Source: an optimization exercise on an open RTL-to-GDS flow (aim: small area, a short achievable clock period and few clock cycles per item). Production flows keep margins and buffers that such runs may drop. RTL that was checked went through simulation tests only; none was proved equivalent to the original. Power and IR drop assume default switching activity.

Setup of violet:
// bson_field_locator
module bson_field_locator (
  input  logic                 clk,
  input  logic                 rst,
  input  logic                 in_valid,
  output logic                 in_ready,
  input  logic [7:0]           doc_byte,
  input  logic                 doc_last,
  output logic                 out_valid,
  input  logic                 out_ready,
  output logic [1:0]           status,
  output logic [bfl_pkg::OUT_OFS_W-1:0] element_offset,
  output logic [7:0]           element_type,
  output logic [bfl_pkg::OUT_OFS_W-1:0] value_offset,
  input  logic                 cfg_valid,
  output logic                 cfg_ready,
  input  logic [1:0]           cfg_index,
  input  logic [63:0]          cfg_data
);
  logic [63:0] name_lo, name_hi;
  logic        lo_set, hi_set;
  logic [4:0]  len_eff;             
  logic [7:0]  cur;
  logic        zero_byte, last, v_r;
  logic        p_hdr, p_type, p_name, p_len, p_skip, p_rx1, p_rx2, p_idle;
  logic [4:0]  cnt;                 
  logic        mism;                
  logic        bad;                 
  logic        flag;                
  logic [7:0]  tgt_r;               
  logic [31:0] skip;                
  logic [23:0] pos;                 
  logic [1:0]  st;
  logic        in_rdy;
  logic        in_fire, proc, emit, found, emit_fire, clear_res, ov_next;
  logic [1:0]  emit_status;
  logic        name_match, name_end, cnt3;
  logic [7:0]  tgt_next;
  assign in_ready  = in_rdy;
  assign cfg_ready = 1'b1;
  assign in_fire   = in_valid && in_rdy;
  always_ff @(posedge clk) begin
    if (cfg_valid && !rst && cfg_index == bfl_pkg::REG_NAME_LOW)  name_lo <= cfg_data;
    if (cfg_valid && !rst && cfg_index == bfl_pkg::REG_NAME_HIGH) name_hi <= cfg_data;
  end
  always_ff @(posedge clk) begin
    if (rst) begin
      lo_set  <= 1'b0;
      hi_set  <= 1'b0;
  ...
==> flow/config.mk <==
export PLATFORM = sky130hd
export DESIGN_NAME = bson_field_locator
export DESIGN_NICKNAME = bson_field_locator
export VERILOG_FILES = /design/flow/design.v
export SDC_FILE = /design/flow/constraint.sdc
export NUM_CORES = 4
export LEC_CHECK = 0
export ABC_AREA = 1
export CAP_MARGIN = 20
export CORE_MARGIN = 2
export CORE_UTILIZATION = 40
export CTS_CLUSTER_DIAMETER = 80
export CTS_CLUSTER_SIZE = 30
export SETUP_SLACK_MARGIN = 2.8
export SLEW_MARGIN = 20
==> flow/constraint.sdc <==
create_clock -name core_clock -period 5.0 [get_ports {clk}]
set_input_delay 1.0000 -clock core_clock [delete_from_list [all_inputs] [get_ports {clk}]]
set_output_delay 1.0000 -clock core_clock [all_outputs]
set_load 0.01 [all_outputs]
standard.sh (not shown) runs the stock make flow with config.mk's settings and CLKGATE_MAP_FILE= SYNTH_SCRIPT=/design/flow/synth_recipe.tcl, a recipe that flattens the netlist after the stock synthesis.
==> flow/flow/run.sh <==
#!/bin/bash
# The standard layout (the standard.sh: its synthesis, floorplan, placement, CTS and routing
# unchanged), with the port buffers that global placement inserts made buf_1 cells instead of the
# default delay-buffer cells (every input and output port still gets its own buffer), and timing
# repair limited to resizing, swapping and removing buffers.
set -euo pipefail
bash standard.sh "BUFFER_PORTS_ARGS=-buffer_cell sky130_fd_sc_hd__buf_1" \
  "SETUP_MOVE_SEQUENCE=unbuffer,sizeup,swap" finish > standard_make.log 2>&1
violet reached the end of the flow, and the finished layout is clean on the timing, design-rule and antenna checks.
Modified inputs, sierra compared to violet
Settings: swapping 2.8 for 2.76 in SETUP_SLACK_MARGIN.
==> flow/flow/run.sh <==
#!/bin/bash
# The standard layout (the standard.sh: its synthesis, floorplan, placement, CTS and routing
# unchanged), with the port buffers that global placement inserts made buf_1 cells instead of the
# default delay-buffer cells. Every input and output port still gets its own buffer.
set -euo pipefail
bash standard.sh "BUFFER_PORTS_ARGS=-buffer_cell sky130_fd_sc_hd__buf_1" finish > standard_make.log 2>&1
==> comparison <==
sierra was carried through to the last stage, and its layout satisfied the timing, design-rule and antenna checks.
Delta (sierra minus violet): area of the die barely changed, clock transition at the register clock pins on the worst setup and hold paths after CTS ~0 delta, worst setup slack +0.54 ns.
Diff violet -> sierra: number of buffers and inverters on the critical path moved down, overall routed net length moved up.
Input changes introduced in harbor (baseline for comparison: sierra):
Settings: SETUP_SLACK_MARGIN changed from 2.76 to 2.7.
Findings:
For sierra and harbor, there was not a single run that failed to finish clean. [harbor] number of antenna violations at the first check in global routing fell 2 relative to sierra. Number of ordinary and repair buffers in the finished layout went down by more than 10% going from sierra to harbor. The uppermost layer routed comes out met5 in one run and met4 in the other, namely in sierra and harbor respectively. Compared harbor against sierra; overall global routing resource usage within noise.
Input changes introduced in juniper (baseline for comparison: harbor):
Settings: swapping 2.7 for 2.8 in SETUP_SLACK_MARGIN.
==> comparison <==
- Compared juniper vs harbor, and logic gate share of total power is up in juniper.
- In juniper, minimum clock period after layout is lower than in harbor.
- Post-detailed-placement cell area delta (juniper -> harbor): insignificant
- The lower worst setup slack came out of harbor.
- Total wirelength of the detailed-routed design deteriorates in juniper relative to harbor.
- Per-cell via count in the routed design: juniper vs harbor up 0.69%
- Against harbor, finished layout cell area in juniper came out worse.
- Part of the Yosys area used for sequential elements: juniper vs harbor identical
The following lists how xenon was set up differently from juniper:
Settings: TNS_END_PERCENT now 10, previously not set.
[summary]
xenon finished end to end and its layout was clean on timing, DRC and antenna. Number of antenna repair diodes in xenon vs juniper: down 1. Relative to juniper, internal power contribution has gone up in xenon. Re post-place instance area: no difference whatsoever between juniper and xenon. In xenon relative to juniper, ratio of routed vias to standard cells had gone up slightly. The highest metal layer used by the detailed router comes out met4 in one run and met5 in the other, namely in xenon and juniper respectively. Routed wirelength normalized by instance count, xenon vs juniper: up slightly. On worst-case setup margin in the final layout, xenon does worse than juniper.
No functional check of the RTL was part of any run of this note.

* * *

build 95:
Another version of the RTL of bson_field_locator (not shown whole).
For scale: ~260 flip-flops, ~140 I/O pins, ~12000 µm² of cells after synthesis.
export LEC_CHECK = 0
export ABC_AREA = 1
export CAP_MARGIN = 20
export CORE_MARGIN = 2
export CORE_UTILIZATION = 40
export SETUP_SLACK_MARGIN = 2.8
export SLEW_MARGIN = 20
create_clock -name core_clock -period 5.0 [get_ports {clk}]
==> flow/flow/run.sh <==
#!/bin/bash
# The standard layout (the standard.sh: its synthesis, floorplan, placement, CTS and routing
# unchanged), with the port buffers that global placement inserts made buf_1 cells instead of the
# default delay-buffer cells. Every input and output port still gets its own buffer.
set -euo pipefail
bash standard.sh "BUFFER_PORTS_ARGS=-buffer_cell sky130_fd_sc_hd__buf_1" finish > standard_make.log 2>&1
Build 95 reached the end of the flow, and the finished layout is clean on the timing, design-rule and antenna checks.
Testbench counts of build 95, summed over its fixed seeds: cycles 48,421, items 48,258.
The inputs of build 28 differ from those of build 95 as listed below.
- an added CTS_CLUSTER_DIAMETER of 80
- a change of CORE_UTILIZATION from 40 to 60
- an added PLACE_DENSITY of 0.7
- an added CTS_CLUSTER_SIZE of 30
--- outcome ---
Build 95 vs build 28, timing endpoint of the critical path: value_offset[2] vs value_offset[14]. Against build 95, total of fill cells in the finished design in build 28 fell by more than a quarter. Summary of build 28 over build 95: width of the chip went down; core utilization went up 22 points.
diff inputs: build 28 => build 72
- PLACE_DENSITY: 0.7 -> unset
- CORE_UTILIZATION: 60 -> 40
[summary]
The standard cells in build 72 occupy more silicon area than those in build 28 do. Build 72 vs. build 28: number of nets in the layout increased by 8 relative to the old numbers, final core utilization lower, static leakage +0.91%. Diff build 28 and build 72: number of cells in the finished layout apart from fillers higher in build 72. For the switching share of power, build 72 came in 1.4 points higher than build 28 did. Build 72: maximum number of pins on one net before global-route repair is 36% lower than what build 28 reported. Build 72 gives more TritonCTS buffer count than build 28 did. [compare] base=build 28 new=build 72: total die area went up by about 50%, worst ir drop on vdd decreased by 0.17 mV relative to the old numbers.
Input changes introduced in build 27 (baseline for comparison: build 72):
- CTS_CLUSTER_SIZE no longer set, was 30
- CTS_CLUSTER_DIAMETER no longer set, was 80
- CTS_BUF_LIST now sky130_fd_sc_hd__clkbuf_4 sky130_fd_sc_hd__clkbuf_8, previously not set
### Flow results
Sequential cell power: build 27 vs build 72, no meaningful difference
In the reports for build 72 and build 27, the larger design area belongs to build 27.
Diff build 72..build 27 | number of distinct library cells after synthesis | unchanged
Build 27 ended up with more standard cells than build 72.
The run with more routed wire is build 27, not build 72.

## port drivers added, routing unchanged
The flow's constraints put no driver on any port. The routed layouts listed below were extracted and timed again, unchanged, in two steps. Step 1 assumes that a clkbuf_16 drives the clock port and a buf_2 every other input. Step 2, shift: input delay + t, output delay - t, t = (earliest + latest rising clock arrival at the registers) / 2. This alone moves slack from input paths to output paths. a / b / c = ideal ports / drivers / drivers and shift; a / b = the first two.
run	t (ns)	setup WS [ns]	hold WS [ns]	pins driven straight from the clock port
violet	0.546	2.199 / 2.199 / 2.199	0.468 / 0.468 / 0.468	1
sierra	0.546	2.743 / 2.694 / 2.365	0.465 / 0.465 / 0.465	1
harbor	0.546	2.701 / 2.653 / 2.321	0.466 / 0.466 / 0.466	1
juniper	0.548	2.748 / 2.700 / 2.343	0.467 / 0.467 / 0.467	1
xenon	0.545	2.689 / 2.643 / 2.429	0.469 / 0.469 / 0.469	1
build 95	0.593	2.816 / 2.769 / 2.511	0.480 / 0.480 / 0.480	1
build 28	0.544	2.825 / 2.777 / 2.414	0.499 / 0.499 / 0.499	1
build 72	0.543	2.844 / 2.795 / 2.519	0.488 / 0.488 / 0.488	1
build 27	0.593	2.789 / 2.745 / 2.523	0.481 / 0.481 / 0.481	1
After both steps every run listed still meets setup and hold. For build 28, which loses most, drivers alone change the setup slack by -0.048 ns; drivers and shift together by -0.411 ns.
